This design comes from an exercise in tuning for small area on the open sky130 flow, not from production work.
Function was checked by simulation only, so behaviour that the tests miss may differ from the original.
Power figures rest on the tool's default switching activity, not on a simulated workload.

==> flow/design.v <==
module gprs_mp_wcell #(
  parameter int unsigned W = 32
) (
  input  logic         ns0,
  input  logic         ns1,
  input  logic         nsd,
  input  logic         nh,
  input  logic [W-1:0] nw0,
  input  logic [W-1:0] nw1,
  input  logic [W-1:0] nwd,
  input  logic [W-1:0] q,
  output logic [W-1:0] d
);
  assign d = ({W{ns0}} | nw0) & ({W{ns1}} | nw1) & ({W{nsd}} | nwd) & ({W{nh}} | q);
endmodule
module gprs_mp_oai22 #(
  parameter int unsigned W = 32
) (
  input  logic         na,
  input  logic         nb,
  input  logic [W-1:0] qa,
  input  logic [W-1:0] qb,
  output logic [W-1:0] y
);
  assign y = ~(({W{na}} | qa) & ({W{nb}} | qb));
endmodule
module gprs_mp #(
  parameter int unsigned DATA_W   = 32,
  parameter int unsigned ADDR_W   = 5,
  parameter int unsigned NUM_RD   = 2,
  parameter int unsigned NUM_WR   = 2,
  parameter bit          ZERO_REG = 1'b1
) (
  input  logic                       clk,
  input  logic                       rst,
  input  logic [NUM_RD*ADDR_W-1:0]   i_rd_addr,
  output logic [NUM_RD*DATA_W-1:0]   o_rd_data,
  output logic [NUM_RD-1:0]          o_rd_busy,
  input  logic [NUM_WR-1:0]          i_wr_en,
  input  logic [NUM_WR*ADDR_W-1:0]   i_wr_addr,
  input  logic [NUM_WR*DATA_W-1:0]   i_wr_data,
  input  logic                       i_sb_set_en,
  input  logic [ADDR_W-1:0]          i_sb_set_addr,
  output logic [(2**ADDR_W)-1:0]     o_busy_vec,
  input  logic                       i_dbg_halt,
  input  logic                       i_dbg_req,
  input  logic                       i_dbg_we,
  input  logic [ADDR_W-1:0]          i_dbg_addr,
  input  logic [DATA_W-1:0]          i_dbg_wdata,
  output logic                       o_dbg_ack,
  output logic [DATA_W-1:0]          o_dbg_rdata
);
  localparam int unsigned DEPTH = 2**ADDR_W;
  localparam int unsigned NROW  = DEPTH - 1;    
  logic [DATA_W-1:0] nw0, nw1, nwd;
  logic [ADDR_W-1:0] a0, a1;
  assign nw0 = ~i_wr_data[0 +: DATA_W];
  assign nw1 = ~i_wr_data[DATA_W +: DATA_W];
  assign nwd = ~i_dbg_wdata;
  assign a0  = i_wr_addr[0 +: ADDR_W];
  assign a1  = i_wr_addr[ADDR_W +: ADDR_W];
  logic dbg_acc, dbg_wr, dbg_rd;
  assign dbg_acc = ~o_dbg_ack & i_dbg_req & i_dbg_halt & ~rst;
  assign dbg_wr  = dbg_acc & i_dbg_we;
  assign dbg_rd  = dbg_acc & ~i_dbg_we;
  logic [DATA_W-1:0] memn [1:NROW];
  logic [DATA_W-1:0] memd [1:NROW];
  logic [NROW:1]     busy;
  logic [NROW:1] ns0, ns1, nsd, nh, set_r;
  always_comb begin
    for (int r = 1; r <= int'(NROW); r++) begin
      logic e0, e1, ed;
      e0 = i_wr_en[0] & (a0 == ADDR_W'(r));
      e1 = i_wr_en[1] & (a1 == ADDR_W'(r));
      ed = dbg_wr & (i_dbg_addr == ADDR_W'(r));
      nsd[r]   = ~ed;
      ns1[r]   = ~(e1 & ~ed & ~rst);
      ns0[r]   = ~(e0 & ~e1 & ~ed & ~rst);
      nh[r]    = e0 | e1 | ed | rst;
      set_r[r] = i_sb_set_en & (i_sb_set_addr == ADDR_W'(r));
    end
  end
  for (genvar r = 1; r <= int'(NROW); r++) begin : g_row
    gprs_mp_wcell #(.W(DATA_W)) u_wcell (
      .ns0(ns0[r]), .ns1(ns1[r]), .nsd(nsd[r]), .nh(nh[r]),
      .nw0(nw0), .nw1(nw1), .nwd(nwd), .q(memn[r]), .d(memd[r])
    );
  end
  always_ff @(posedge clk) begin
    for (int r = 1; r <= int'(NROW); r++) begin
      memn[r] <= memd[r];
      busy[r] <= ~rst & (set_r[r] | (~nh[r] & busy[r]));
    end
  end
  assign o_busy_vec = {busy, 1'b0};
  localparam int unsigned NP = NROW / 2;
  logic [3*ADDR_W-1:0] lk_addr;
  logic [DATA_W-1:0]   lk_data [3];
  logic [2:0]          lk_busy;
  assign lk_addr = {i_dbg_addr, i_rd_addr};
  for (genvar k = 0; k < 3; k++) begin : g_lk
    logic [ADDR_W-1:0] a;
    logic              z, hd, h1, h0, nhit;
    logic [NROW:1]     nsel;
    logic [DATA_W-1:0] y [NP];
    logic [DATA_W-1:0] yb;
    assign a    = lk_addr[k*ADDR_W +: ADDR_W];
    assign z    = (a == '0);
    assign hd   = (k < 2) & dbg_wr & (i_dbg_addr == a) & ~z;
    assign h1   = i_wr_en[1] & (a1 == a) & ~z & ~hd;
    assign h0   = i_wr_en[0] & (a0 == a) & ~z & ~hd & ~h1;
    assign nhit = ~(hd | h1 | h0);
    for (genvar r = 1; r <= int'(NROW); r++) begin : g_t
      assign nsel[r] = ~(a == ADDR_W'(r));
    end
    for (genvar p = 0; p < int'(NP); p++) begin : g_p
      gprs_mp_oai22 #(.W(DATA_W)) u_oai (
        .na(nsel[2*p+1]), .nb(nsel[2*p+2]), .qa(memn[2*p+1]), .qb(memn[2*p+2]), .y(y[p])
      );
    end
    gprs_mp_oai22 #(.W(DATA_W)) u_byp (
      .na(~h0), .nb(~h1), .qa(nw0), .qb(nw1), .y(yb)
    );
    always_comb begin
      logic [DATA_W-1:0] acc;
      logic bacc;
      acc = '0;
      for (int p = 0; p < int'(NP); p++) acc = acc | y[p];
      if (NROW % 2 == 1) acc = acc | ~({DATA_W{nsel[NROW]}} | memn[NROW]);
      acc = ({DATA_W{nhit}} & acc) | yb;
      if (k < 2) acc = acc | ({DATA_W{hd}} & ~nwd);
      bacc = 1'b0;
      for (int r = 1; r <= int'(NROW); r++) bacc = bacc | (~nsel[r] & busy[r]);
      lk_data[k] = acc;
      lk_busy[k] = bacc & nhit;
    end
  end
  assign o_rd_data = {lk_data[1], lk_data[0]};
  assign o_rd_busy = lk_busy[1:0];
  always_ff @(posedge clk) begin
    if (rst) begin
      o_dbg_ack   <= 1'b0;
      o_dbg_rdata <= '0;
    end else begin
      o_dbg_ack <= dbg_acc;
      if (dbg_rd) o_dbg_rdata <= lk_data[2];
    end
  end
endmodule
==> flow/flow/run.sh <==
#!/bin/bash
# The standard layout (the standard.sh), with these changes:
#  - the port buffers are sky130_fd_sc_hd__buf_1 instead of buffer_ports' default choice;
#  - clock tree synthesis uses clkbuf_4/clkbuf_8, clusters of up to 16 sinks, and inserts no dummy loads;
#  - after global routing, non-critical gates are downsized (RECOVER_POWER).
# The make run writes its full output to standard_finish.log here; ORFS keeps
# each tool's own logs under orfs/logs/.
set -euo pipefail
cd "$(dirname "$0")/.."
bash standard.sh \
  "BUFFER_PORTS_ARGS=-buffer_cell sky130_fd_sc_hd__buf_1" \
  "CTS_ARGS=-sink_clustering_enable -repair_clock_nets -dont_use_dummy_load -sink_clustering_size 16 -sink_clustering_max_diameter 60 -buf_list {sky130_fd_sc_hd__clkbuf_4 sky130_fd_sc_hd__clkbuf_8}" \
  "RECOVER_POWER=100" \
  finish > standard_finish.log 2>&1
==> flow/standard.sh <==
#!/bin/bash
# synth_recipe.tcl (not shown) runs the flow's synth.tcl, then flattens the netlist and writes it again
# the make line also repeats each setting of config.mk as NAME=value (left out here)
make -C /OpenROAD-flow-scripts/flow DESIGN_CONFIG=/design/flow/config.mk WORK_HOME=/design/flow/orfs CLKGATE_MAP_FILE= SYNTH_SCRIPT=/design/flow/synth_recipe.tcl "${@:-finish}"
==> flow/config.mk <==
export PLATFORM = sky130hd
export DESIGN_NAME = gprs_mp
export DESIGN_NICKNAME = gprs_mp
export VERILOG_FILES = /design/flow/design.v
export SDC_FILE = /design/flow/constraint.sdc
export NUM_CORES = 4
export LEC_CHECK = 0
export CAP_MARGIN = 10
export CORE_MARGIN = 2
export CORE_UTILIZATION = 25
export PLACE_DENSITY = 0.35
export SLEW_MARGIN = 10
export SYNTH_HIERARCHICAL = 1
export SYNTH_MINIMUM_KEEP_SIZE = 0
==> flow/constraint.sdc <==
create_clock -name core_clock -period 7.5 [get_ports {clk}]
set_input_delay 1.5000 -clock core_clock [delete_from_list [all_inputs] [get_ports {clk}]]
set_output_delay 1.5000 -clock core_clock [all_outputs]
set_load 0.01 [all_outputs]
==> results.cfg, run 1 <==
[timing]
hold_viol = 0
setup_violations = 184
rsz0062_at_grt = false
clock-skew-final_ps = 127
whs_ps = 516
finalCriticalPeriod_ps = 7890
min_period_over_period = 1.05
final.setup.worst_slack_ps = -392
fmax_mhz = 127
tightest_slew_ps = 3800
relSlewSlack = -1.53
slew_violations = 652

[power_and_ir_drop]
leakagePower_nw = 20.4
ir_worst_vdd_uv = 210
power_w = 0.0116
pwr_density_cell_nw_per_um2 = 170

[run_status]
check-failures = max-capacitance violations, max-slew violations, negative setup slack
status = finished with violations

[floorplan]
fp.dieArea_um2 = 252000
num_io_pins = 265
initial_utilization = 0.252
core_area_um2 = 246000
rows = 182
die_h_um = 502
fp.dieW_um = 502

[hold_path]
min_from = o_dbg_rdata[29]
hold_path_class = reg2reg

[route]
wl_mm = 508
dr_total_vias = 81700
vias_per_cell = 7.26
wl_per_cell_um = 45.1
drt_iter0_drc = 12200
drc = 0
ant_nets = 0
first_pass_iters = 10

[clock_network]
cts_buffers = 140
cts-resized-gates = 0
post-cts-setup-buffers = 0
cts_num_sinks = 1056
clk_pin_slew_ps = 60
cts-htree-levels = 4
clock_latency_ps = 1070
cts_tree = built
cts_hold_buf = 0
clockRootBuffer = clkbuf_8
clock_path_buffers = 3

[synthesis]
yosysTopAreaCell = o22ai_1
yosysWarnings = 15
synth_edf_count = 0
ys_seq_area_frac = 0.341
syn_avg_cell_area_um2 = 8.00
syn_area_um2 = 61900
synthDistinctLibCells = 67
postSynthCellCount = 7740
ys_ff_latch = 1056
synth.area.top_cells = o22ai_1 (36%), dfxtp_1 (34%), nor2_1 (6.5%)
async_flop_share = 0
synthFlopType = dfxtp_1
synth_top_area_frac = 0.357
synth_nets = 7874

[global_route]
grt_first_pass_wirelength_mm = 671
first_global_vias = 75800
grtUsageTotal = 0.382
antenna_found_initial = 38
gr-total-overflow = 0
grt_max_degree = 45

[placement]
dpl.hpwl_mm = 325
gp_congestion = 1.01
pre_cts_ws_ps = 265
io_buffers = 263
place_area_um2 = 66700

[setup_path]
r2r-start = o_dbg_ack
critPathMaxFanout = 32
critPathArrivalTime_ps = 8750
start_kind = primary input
critPathKind = in2reg
startpoint = i_dbg_req
cp-end-kind = flip-flop
critPathRequiredTime_ps = 8360

[cells_and_area]
syn_to_final_growth_pct = 10.4
stdcell_area_um2 = 68400
fillCellCount = 26700
nets = 8070
drive_gt1_frac = 0.114

[run]
maxCapViolations = 24
## metal layers
layer	routed length, um	GRT usage	share of wire
met5	342	0.00424	0.00067
met4	40300	0.255	0.079
met3	63900	0.139	0.13
met2	211000	0.562	0.41
met1	193000	0.464	0.38
## synthesized netlist by cell type (36+ instances only)
| master | n |
|---|---|
| o22ai_1 | 3539 |
| nor2_1 | 1069 |
| dfxtp_1 | 1056 |
| buf_6 | 333 |
| nor4_1 | 294 |
| buf_2 | 209 |
| buf_4 | 143 |
| nand2_1 | 134 |
| inv_1 | 119 |
| or4_1 | 97 |
| o2111ai_1 | 91 |
| nand3_1 | 83 |
| clkbuf_1 | 82 |
| a21oi_1 | 75 |
| a221o_1 | 64 |
| nor3_1 | 45 |
| o31a_1 | 36 |
## path summary, 6_finish.rpt
path | endpoint | slack, ps | depth (start not counted)
worst max-delay path | memn[7][2] | -390 | 10
worst min-delay path | o_dbg_rdata[29] | 520 | 2
worst max register to register | memn[7][2] | 530 | 8
worst min register to register | o_dbg_rdata[29] | 520 | 2
## layout by cell type, fill, tap and decap left out, types with 88 or more instances in the layout
cell type     n
buf_4       475
inv_1       103
nand2_2      88
clkbuf_8    140
o22ai_1    3539
buf_1       248
nor2_1     1068
or4_1        97
dfxtp_1    1056
nor4_1      275
## report_power, final
part / switching, W / total, W / internal [W] / leakage [nW]
logic: 0.00133 / 0.00166 / 0.000338 / 10.8
clock network: 0.00247 / 0.00412 / 0.00165 / 1.01
registers: 0.000119 / 0.00582 / 0.00570 / 8.57
total: 0.00391 / 0.0116 / 0.00769 / 20.4
## state kept, by name, indices dropped and copies added (netlist names)
name / count
o_dbg_rdata: 32
busy: 31
o_dbg_ack: 1
memn: 992
## critical path, stage by stage
cell and delay [ps]:
buf_1 70, clkbuf_1 430, nand4bb_1 590, nor3_1 240, clkbuf_1 190, nand2_1 660, clkbuf_2 1200, nand3_1 2780
o22ai_1 890, nor2_1 120
## logic make-up (layout without fill, tap and decap cells)
| logic type | Yosys count | after routing | synth area share |
|---|---|---|---|
| AOI/OAI and AO/OA | 3898 | 3898 | 0.405 |
| DFF | 1056 | 1056 | 0.341 |
| muxes | 8 | 8 | 0.00137 |
| and+or+nand+nor | 1839 | 1839 | 0.139 |
| xor gates and xnor gates | 40 | 40 | 0.00566 |
| other | 1 | 10 | 0.0000605 |
| buffers and inverters | 898 | 1092 | 0.108 |
## metrics by stage
stage	cells	TNS [ps]	util
6_report	11300	-19750	0.278
5_1_grt	11200	0	0.278
4_1_cts	11200	0	0.279
3_5_place_dp	11100	0	0.271
3_3_place_gp	11100	0	0.271
2_1_floorplan	7740	0	-
## area by class of cell
class	instances	area [um^2]	share of cell area
Timing Repair Buffer	831	5510	0.0805
Sequential cell	1056	21100	0.309
Clock buffer	140	1930	0.0282
Inverter	121	454	0.00664
Tap cell	3312	4140	0.0606
Multi-Input combinational cell	5786	35200	0.515
Antenna cell	9	22.5	0.000329
==> run 2: changes to the inputs <==
==> flow/flow/run.sh (replaced) <==
#!/bin/bash
# The standard layout (the standard.sh), with these changes:
#  - the port buffers are sky130_fd_sc_hd__buf_1 instead of buffer_ports' default choice;
#  - clock tree synthesis uses clkbuf_4/clkbuf_8, clusters of up to 16 sinks, and inserts no dummy loads.
# The make run writes its full output to standard_finish.log here; ORFS keeps
# each tool's own logs under orfs/logs/.
set -euo pipefail
cd "$(dirname "$0")/.."
bash standard.sh \
  "BUFFER_PORTS_ARGS=-buffer_cell sky130_fd_sc_hd__buf_1" \
  "CTS_ARGS=-sink_clustering_enable -repair_clock_nets -dont_use_dummy_load -sink_clustering_size 16 -sink_clustering_max_diameter 60 -buf_list {sky130_fd_sc_hd__clkbuf_4 sky130_fd_sc_hd__clkbuf_8}" \
  finish > standard_finish.log 2>&1
--- a/flow/config.mk
+++ b/flow/config.mk
@@ -6,9 +6,10 @@
 export NUM_CORES = 4
 export LEC_CHECK = 0
-export CAP_MARGIN = 10
+export CAP_MARGIN = 20
 export CORE_MARGIN = 2
-export CORE_UTILIZATION = 25
-export PLACE_DENSITY = 0.35
-export SLEW_MARGIN = 10
+export CORE_UTILIZATION = 30
+export PLACE_DENSITY = 0.4
+export SETUP_SLACK_MARGIN = 0.2
+export SLEW_MARGIN = 20
 export SYNTH_HIERARCHICAL = 1
 export SYNTH_MINIMUM_KEEP_SIZE = 0
==> run 2 against run 1 <==
Compared with the run above:
- fails the layout checks on negative setup slack
- synthesized cell count unchanged
- first-iteration DRC count is 23% higher
- register-to-register slack improved by 2200 ps
- sequential power hardly changed
- global-route usage increased by 6.3 points
- combinational power about the same
- maximum frequency grew 5.1%
- final area shrank 0.47%
- core utilization increased by 5.4 points
- non-clock buffer count fell by 9
- cell count decreased by 5.5%
- critical path type is now in2out
- largest cell class unchanged
- highest routed layer unchanged
==> results.cfg, run 2 <==
[cells_and_area]
drive_gt1_frac = 0.118
final_common_cell = o22ai_1
utilization = 0.332
largestRegisters = memn (992), o_dbg_rdata (32), busy (31)
final_cell_mix = o22ai_1 (3539), nor2_1 (1068), dfxtp_1 (1056)
top_register = memn
syn_to_final_growth_pct = 9.87
nets = 8056
largest_reg_flops = 992
fillCellCount = 21600

[timing]
fmax_mhz = 133
hold_viol = 0
clock-skew-final_ps = 90.6
setup_violations = 1
finalCriticalPeriod_ps = 7510
relSlewSlack = 0.105
rsz0062_at_grt = false
final.setup.worst_slack_ps = -5.40
slew_violations = 0
min_period_over_period = 1.00
tightest_slew_ps = 1330

[clock_network]
cts_num_sinks = 1056
cts_hold_buf = 0
cts_buffers = 135
cts_tree = built
post-cts-setup-buffers = 0
clock_latency_ps = 1000
cts-htree-levels = 4
clk_pin_slew_ps = 80
clockRootBuffer = clkbuf_8
clock_path_buffers = 3

[placement]
gp_congestion = 1.06
pre_cts_ws_ps = 150
dpl.hpwl_mm = 307
io_buffers = 263

[floorplan]
die_h_um = 458
fp.dieW_um = 458
num_io_pins = 265
core_area_um2 = 205000
rows = 166
initial_utilization = 0.302
fp.dieArea_um2 = 210000

[setup_path]
critPathKind = in2out
cpMaxStageDelayCell = nor4_1
critPathMaxFanout = 17
critPathArrivalTime_ps = 6010
critPathMaxStageDelay_ps = 680
critPathRequiredTime_ps = 6000
r2r-start = o_dbg_ack
crit_chain = buf_1 -> nor2_1 -> nand2_2 -> buf_4 -> o22ai_1 -> or4_1 -> nor4_1 -> buf_4 -> o2111ai_1 -> a221o_1 -> buf_1
crit_cells = 11
path_buf_inv = 4
crit_family = simple AND/OR/NAND/NOR gates
endpoint = o_rd_data[12]
cp-end-kind = primary output
regToRegEndpoint = memn[29][29]
startpoint = i_rd_addr[3]
start_kind = primary input
worst-r2r-setup-slack_ps = 2690
reg2reg_depth = 10

[synthesis]
synth_top_area_frac = 0.357
synth.most_common_cell = o22ai_1
yosysTopAreaCell = o22ai_1
ys_ff_latch = 1056
syn_avg_cell_area_um2 = 8.00
ys_seq_area_frac = 0.341
synth.area.top_cells = o22ai_1 (36%), dfxtp_1 (34%), nor2_1 (6.5%)
synthTopCellsByCount = o22ai_1 (3539), nor2_1 (1069), dfxtp_1 (1056), buf_6 (333), nor4_1 (294)
synthFlopType = dfxtp_1
syn_area_um2 = 61900
yosysWarnings = 15
synthDistinctLibCells = 67
postSynthCellCount = 7740
async_flop_share = 0
synth_nets = 7874
synth_edf_count = 0

[power_and_ir_drop]
pwr-share-clk = 0.348
p_sw_frac = 0.335
p_comb_frac = 0.145
ir_worst_vdd_uv = 200
seq_power_share = 0.507
pwr_density_cell_nw_per_um2 = 169
power.internal_w = 0.00764
power_w = 0.0115
p_sw_w = 0.00385
leakagePower_nw = 20.5

[global_route]
grt_first_pass_wirelength_mm = 656
gr-total-overflow = 0
first_global_vias = 75500
grtUsageTotal = 0.445
grt_max_degree = 51
antenna_found_initial = 39

[route]
ant_nets = 0
drc = 0
dr_total_vias = 83500
wl_per_cell_um = 46.4
vias_per_cell = 7.85
wl_mm = 494
first_pass_iters = 10
drt_iter0_drc = 15000

[hold_path]
hold_path_class = reg2reg

[run]
maxCapViolations = 0

[run_status]
status = finished with violations
check-failures = negative setup slack
-- run 2: per-layer routing --
layer  vias to the layer above  track usage  part of all wire  routed length [um]
met3                      2497        0.204              0.15               73800
met5                         -       0.0122            0.0013                 654
met2                      8176        0.618              0.39              194000
li1                      32100            -                 -                   -
met1                     40700        0.537              0.37              182000
met4                        36        0.317             0.088               43500
-- run 2: final cells by class --
type	count	area (um^2)	share of cell area
antenna	33	82.6	0.00121
sequential	1056	21100	0.311
timing repair buffer	822	5710	0.0839
multi-input combinational	5786	35400	0.521
clock buffer	135	1860	0.0273
inverter	121	454	0.00667
tap	2688	3360	0.0494
-- run 2: what timing repair did --
action / CTS / global route
gates resized for setup: 1 / 3
hold endpoints to repair: 0 / 0
setup endpoints to repair: 2 / 2
-- run 2: worst min path at each step --
stage                     from               to  slack [ps]  depth (start not counted)
2_1_floorplan         busy[11]         busy[11]         490                          2
3_5_place_dp   o_dbg_rdata[29]  o_dbg_rdata[29]         500                          2
5_1_grt         o_dbg_rdata[5]   o_dbg_rdata[5]         540                          2
4_1_cts        o_dbg_rdata[31]  o_dbg_rdata[31]         520                          2
6_report       o_dbg_rdata[28]  o_dbg_rdata[28]         510                          2
3_3_place_gp   o_dbg_rdata[17]  o_dbg_rdata[17]         500                          2
-- run 2: power groups by stage --
stage	clock network (W)	logic, W	registers, W
CTS	0.00400	0.00153	0.00582
global placement	0	0.00153	0.00594
detailed placement	0	0.00153	0.00594
floorplan	0	0.000734	0.00591
global route	0.00419	0.00162	0.00583
finish	0.00400	0.00166	0.00582
-- run 2: kinds of logic after synthesis --
family          after synthesis  synth area share
xor+xnor                     40           0.00566
simple gates               1839             0.139
flops                      1056             0.341
compound gates             3898             0.405
buf+inv                     898             0.108
mux                           8           0.00137
other cells                   1         0.0000605
-- run 2: worst register-to-register path: cells and delay by family, from the launching register on --
kind	cells	cell delay (ps)
AO/OA/AOI/OAI	1	140
buffers and inverters	4	1590
flip-flops	1	330
AND/OR/NAND/NOR	5	2630
-- run 2: stage by stage --
step           std cells  hold WS (ps)  cell area [um^2]  TNS, ps
6_report           10600           512             68100    -5.40
4_1_cts            10600           516             67800        0
2_1_floorplan       7740           490             61900        0
3_3_place_gp       10500           501             65900     -289
3_5_place_dp       10500           501             66000        0
5_1_grt            10600           543             68000        0
==> run 3: changes to the inputs <==
--- a/flow/config.mk
+++ b/flow/config.mk
@@ -6,9 +6,9 @@
 export NUM_CORES = 4
 export LEC_CHECK = 0
-export CAP_MARGIN = 20
+export CAP_MARGIN = 30
 export CORE_MARGIN = 2
 export CORE_UTILIZATION = 30
 export PLACE_DENSITY = 0.4
-export SETUP_SLACK_MARGIN = 0.2
+export SETUP_SLACK_MARGIN = 0.5
 export SLEW_MARGIN = 20
 export SYNTH_HIERARCHICAL = 1
==> run 3 against run 2 <==
Compared with the run above:
- the run now finishes clean
- via count barely moved
- total power barely moved
- first-iteration DRC count rose by 3.6%
- critical endpoint unchanged
- largest power group unchanged
==> results.cfg, run 3 <==
[setup_path]
cpMaxStageDelayCell = buf_1
path_buf_inv = 4
cp-end-kind = primary output
crit_chain = buf_1 -> nor2_1 -> nand3_2 -> buf_4 -> o22ai_1 -> or4_1 -> nor4_2 -> buf_4 -> o2111ai_1 -> a221o_1 -> buf_1
reg2reg_depth = 10
critPathMaxStageDelay_ps = 540
start_kind = primary input
crit_cells = 11
critPathMaxFanout = 14
crit_family = simple AND/OR/NAND/NOR gates
critPathArrivalTime_ps = 5580
critPathRequiredTime_ps = 6000
critPathKind = in2out
worst-r2r-setup-slack_ps = 2730

[timing]
finalCriticalPeriod_ps = 7080
tightest_slew_ps = 1190
whs_ps = 513
relSlewSlack = 0.206
slew_violations = 0
clock-skew-final_ps = 73.8
fmax_mhz = 141
setup_violations = 0
hold_viol = 0
rsz0062_at_grt = false
final.setup.worst_slack_ps = 422
min_period_over_period = 0.944

[cells_and_area]
stdcell_count = 10700
syn_to_final_growth_pct = 10.3
top_register = memn
stdcell_area_um2 = 68300
largestRegisters = memn (992), o_dbg_rdata (32), busy (31)
final_common_cell = o22ai_1
drive_gt1_frac = 0.122
nets = 8081
final_cell_mix = o22ai_1 (3539), nor2_1 (1068), dfxtp_1 (1056)
largest_reg_flops = 992

[clock_network]
cts_buffers = 135
cts_tree = built
clockRootBuffer = clkbuf_8
cts-htree-levels = 4
cts_num_sinks = 1056
clock_path_buffers = 3
clock_latency_ps = 990
clk_pin_slew_ps = 80
cts_hold_buf = 0

[placement]
io_buffers = 263
place_area_um2 = 66100
gp_congestion = 1.06
dp_cells = 10500
dpl.hpwl_mm = 308
pre_cts_ws_ps = 83.3

[synthesis]
synth_edf_count = 0
synth.most_common_cell = o22ai_1
ys_ff_latch = 1056
synthFlopType = dfxtp_1
ys_seq_area_frac = 0.341
yosysTopAreaCell = o22ai_1
synth.area.top_cells = o22ai_1 (36%), dfxtp_1 (34%), nor2_1 (6.5%)
async_flop_share = 0
syn_area_um2 = 61900
postSynthCellCount = 7740
synthTopCellsByCount = o22ai_1 (3539), nor2_1 (1069), dfxtp_1 (1056), buf_6 (333), nor4_1 (294)
synth_nets = 7874
synth_top_area_frac = 0.357
syn_avg_cell_area_um2 = 8.00
yosysWarnings = 15
synthDistinctLibCells = 67

[global_route]
grt_max_degree = 51
first_global_vias = 76200
grtUsageTotal = 0.446
antenna_found_initial = 38
gr-total-overflow = 0
grt_first_pass_wirelength_mm = 658

[floorplan]
initial_utilization = 0.302
rows = 166
fp.dieW_um = 458
num_io_pins = 265
fp.dieArea_um2 = 210000
die_h_um = 458
core_area_um2 = 205000

[run_status]
status = finished clean

[route]
vias_per_cell = 7.83
dr_total_vias = 83500
wl_mm = 496
ant_nets = 0
drt_iter0_drc = 15600
first_pass_iters = 10
drc = 0
wl_per_cell_um = 46.5

[hold_path]
holdPathStages = 2
hold_path_class = reg2reg

[run]
maxCapViolations = 0

[power_and_ir_drop]
pwr_density_cell_nw_per_um2 = 168
ir_worst_vdd_uv = 190
leakagePower_nw = 20.7
## run 3: cell types whose count changed in the layout (fill, tap and decap cells not counted), sizes merged
cell / delta
buf: +19
diode: -4
clkbuf: +6
## run 3: layout make-up
class                   instances  area [um^2]
fillers                     21600       137000
clock buffers                 135         1860
diodes                         29         72.6
flip-flops and latches       1056        21100
repair buffers                847         5970
multi-input cells            5786        35500
well taps                    2688         3360
inverters                     121          454
## run 3: worst reg2reg max path: stages (launching register included)
cell       delay, ps
dfxtp_1          330
nand4bb_4        390
inv_2            160
buf_4            670
and3_1           260
buf_4            290
nand3_2          780
nand3_2         1010
buf_4            490
o22ai_1          130
nor2_1           130
## run 3: logic make-up (layout without fill, tap and decap cells)
group	after synthesis	after routing	synth area share
multiplexers	8	8	0.00137
AND/OR/NAND/NOR	1839	1839	0.139
other	1	30	0.0000605
XOR/XNOR	40	40	0.00566
buffers and inverters	898	1103	0.108
AO/OA/AOI/OAI	3898	3898	0.405
flip-flops	1056	1056	0.341
## run 3: layer usage
metal	GRT usage	wire (um)	vias up
met5	0.00804	391	-
met4	0.326	44000	26
met3	0.208	74900	2497
met2	0.615	194000	8126
met1	0.537	183000	40700
li1	-	-	32100
## run 3: report_power, final
group	internal (W)	switching [W]
clock	0.00159	0.00240
sequential	0.00570	0.000120
combinational	0.000346	0.00133
## run 3: metrics by stage
stage / power [W] / utilization / TNS [ps]
global placement: 0.00747 / 0.321 / -289
detailed placement: 0.00748 / 0.323 / 0
floorplan: 0.00664 / - / 0
finish: 0.0115 / 0.333 / 0
CTS: 0.0114 / 0.332 / 0
global route: 0.0116 / 0.333 / 0
## run 3: worst paths after layout
path / start / to
setup reg to reg: o_dbg_ack / memn[29][29]
setup / recovery: i_rd_addr[0] / o_rd_data[12]
hold reg to reg: o_dbg_rdata[28] / o_dbg_rdata[28]
hold / removal: o_dbg_rdata[28] / o_dbg_rdata[28]
## run 3: repair_timing
item                       CTS  global route
setup endpoints to repair    8            12
resized for setup            7            10
setup buffers                0             0
gates cloned                 0             0
pin swaps                    0             1
==> run 4: changes to the inputs <==
==> flow/run.sh (new file) <==
#!/bin/bash
# synth_recipe.tcl (not shown) runs the flow's synth.tcl, then flattens the netlist and writes it again
# the make line also repeats each setting of config.mk as NAME=value (left out here)
make -C /OpenROAD-flow-scripts/flow DESIGN_CONFIG=/design/flow/config.mk WORK_HOME=/design/flow/orfs CLKGATE_MAP_FILE= SYNTH_SCRIPT=/design/flow/synth_recipe.tcl finish
--- a/flow/config.mk
+++ b/flow/config.mk
@@ -9,6 +9,7 @@
 export CORE_MARGIN = 2
 export CORE_UTILIZATION = 30
+export CTS_BUF_LIST = sky130_fd_sc_hd__clkbuf_4 sky130_fd_sc_hd__clkbuf_8
 export PLACE_DENSITY = 0.4
-export SETUP_SLACK_MARGIN = 0.5
+export SETUP_SLACK_MARGIN = 0.4
 export SLEW_MARGIN = 20
 export SYNTH_HIERARCHICAL = 1
removed: flow/flow/run.sh
removed: flow/standard.sh
==> run 4 against run 3 <==
Compared with the run above:
- clock skew is 13 ps lower
- global-route usage grew 0.81 points
- maximum frequency fell by 2.6%
- cell count increased by 2.0%
- largest power group is now the clock network
- highest routed layer unchanged
==> results.cfg, run 4 <==
[run_status]
status = finished clean

[cells_and_area]
largest_reg_flops = 992
utilization = 0.356
largestRegisters = memn (992), o_dbg_rdata (32), busy (31)
multi_input_area_um2 = 35500
drive_gt1_frac = 0.147
top_register = memn
register_area_um2 = 21100
final_cell_mix = o22ai_1 (3539), nor2_1 (1068), dfxtp_1 (1056)
fillCellCount = 21300
syn_to_final_growth_pct = 17.8
final_common_cell = o22ai_1
nets = 8148

[timing]
fmax_mhz = 138
clock-skew-final_ps = 60.4
setup_violations = 0
slew_violations = 0
min_period_over_period = 0.968
tightest_slew_ps = 1170
rsz0062_at_grt = false
fin_tns_setup_ps = 0
hold_viol = 0
finalCriticalPeriod_ps = 7260
relSlewSlack = 0.210

[power_and_ir_drop]
p_comb_frac = 0.125
p_sw_frac = 0.315
p_sw_w = 0.00448
leakagePower_nw = 23.0
pwr_density_cell_nw_per_um2 = 195
pwr-share-clk = 0.465
power.internal_w = 0.00976
seq_power_share = 0.409
power_w = 0.0142
ir_worst_vdd_uv = 172

[route]
dr_total_vias = 83600
first_pass_iters = 10
vias_per_cell = 7.68
drc = 0
ant_nets = 0
wl_per_cell_um = 46.3
wl_mm = 504
drt_iter0_drc = 15000

[floorplan]
die_h_um = 458
initial_utilization = 0.302
num_io_pins = 265
core_area_um2 = 205000
rows = 166
fp.dieW_um = 458
fp.dieArea_um2 = 210000

[setup_path]
cp-end-kind = primary output
critPathArrivalTime_ps = 5760
startpoint = i_rd_addr[1]
critPathKind = in2out
critPathMaxFanout = 32
reg2reg_depth = 8
endpoint = o_rd_data[27]
start_kind = primary input
worst-r2r-setup-slack_ps = 3050
critPathRequiredTime_ps = 6000
regToRegEndpoint = memn[27][0]
r2r-start = o_dbg_ack

[clock_network]
cts_hold_buf = 0
cts-htree-levels = 4
cts_tree = built
clock_latency_ps = 1060
clk_pin_slew_ps = 60
cts_num_sinks = 1056
cts_buffers = 205
clockRootBuffer = clkbuf_8
clock_path_buffers = 3

[synthesis]
synth.most_common_cell = o22ai_1
ys_seq_area_frac = 0.341
synth_nets = 7874
synthFlopType = dfxtp_1
yosysTopAreaCell = o22ai_1
synthDistinctLibCells = 67
ys_ff_latch = 1056
yosysWarnings = 15
synth_top_area_frac = 0.357
syn_area_um2 = 61900
synthTopCellsByCount = o22ai_1 (3539), nor2_1 (1069), dfxtp_1 (1056), buf_6 (333), nor4_1 (294)
async_flop_share = 0
synth_edf_count = 0
synth.area.top_cells = o22ai_1 (36%), dfxtp_1 (34%), nor2_1 (6.5%)
syn_avg_cell_area_um2 = 8.00
postSynthCellCount = 7740

[global_route]
grt_max_degree = 43
antenna_found_initial = 24
gr-total-overflow = 0
first_global_vias = 77400
grt_first_pass_wirelength_mm = 671
grtUsageTotal = 0.454

[placement]
dpl.hpwl_mm = 302
io_buffers = 263
gp_congestion = 1.01

[run]
maxCapViolations = 0

[hold_path]
hold_path_class = reg2reg
-- run 4: worst min-delay path by stage --
| stage | to | cells past startpoint | startpoint |
|---|---|---|---|
| after floorplan | busy[11] | 2 | busy[11] |
| after global placement | o_dbg_rdata[25] | 2 | o_dbg_rdata[25] |
| after detailed placement | o_dbg_rdata[23] | 2 | o_dbg_rdata[23] |
| after CTS | o_dbg_rdata[23] | 2 | o_dbg_rdata[23] |
| after global routing | o_dbg_rdata[28] | 2 | o_dbg_rdata[28] |
| final | o_dbg_rdata[15] | 2 | o_dbg_rdata[15] |
-- run 4: layout make-up --
class                      instances  area share
multi-input combinational       5786       0.486
sequential                      1056       0.290
timing repair buffer             844       0.110
clock buffer                     337      0.0578
tap                             2688      0.0461
inverter                         121     0.00622
clock inverter                    32     0.00401
antenna                           14    0.000480
-- run 4: cell families after synthesis --
kind of cell | Yosys count | share of synthesized area
multiplexers | 8 | 0.00137
AND/OR/NAND/NOR | 1839 | 0.139
buffers and inverters | 898 | 0.108
flip-flops | 1056 | 0.341
AO/OA/AOI/OAI | 3898 | 0.405
XOR/XNOR | 40 | 0.00566
other | 1 | 0.0000605
-- run 4: timing repair --
item                                    CTS  global route
pin swaps                                 0             1
endpoints found under the setup margin   31            16
setup buffers                             0             4
gates resized for setup                  14            15
-- run 4: worst max-delay path, cell delays in order --
cell	delay [ps]
clkdlybuf4s50_1	490
buf_4	240
and2_0	410
nand2_2	220
buf_12	330
o22ai_1	140
nor4_1	940
o2111ai_1	510
a221o_1	450
clkdlybuf4s50_1	490
-- run 4: routing by layer --
metal  GRT usage  vias up  part of all wire  wire length [um]
li1            -    32400                 -                 -
met1       0.552    40700              0.37            187000
met5      0.0413        -            0.0029              1440
met4       0.288       33             0.077             38800
met2       0.631     8207              0.39            199000
met3       0.217     2257              0.15             77400
-- run 4: metrics by stage --
step	instances	setup slack (ps)	cell area, um^2	hold slack (ps)
2_1_floorplan	7740	2240	61900	490
3_3_place_gp	10500	-851	67700	497
3_5_place_dp	10500	-286	68200	496
4_1_cts	10900	344	72700	510
5_1_grt	10900	426	73000	531
6_report	10900	236	73000	509
-- run 4: power by group through the flow --
| stage | clock, W | sequential (W) | combinational, W |
|---|---|---|---|
| after CTS | 0.00662 | 0.00582 | 0.00165 |
| after global routing | 0.00687 | 0.00584 | 0.00173 |
| final | 0.00662 | 0.00583 | 0.00178 |
| after floorplan | 0 | 0.00591 | 0.000734 |
| after detailed placement | 0 | 0.00594 | 0.00164 |
| after global placement | 0 | 0.00594 | 0.00162 |

## static timing again, ports no longer ideal
Ports are ideal in the flow. The routed layouts listed here were re-timed in OpenROAD. Step 1, drivers: a clkbuf_16 drives clk and a buf_2 each remaining input, both assumed. Step 2 also shifts input and output timing later by t, the mid clock arrival at the registers, as if the neighbouring blocks saw the same clock. Slacks: ideal ports / drivers / drivers and shift; pairs: ideal ports / drivers.
run	t (ns)	setup slack, ns	pins driven straight from the clock port
run 1	1.091	-0.392 / -0.331 / -1.422	1
run 2	1.051	-0.005 / -0.040 / -0.040	1
run 3	1.067	0.422 / 0.390 / 0.390	1
run 4	1.111	0.236 / 0.199 / 0.199	1
The setup slack of run 1, which loses most, moves by +0.061 ns with the drivers and by -1.030 ns with both steps.
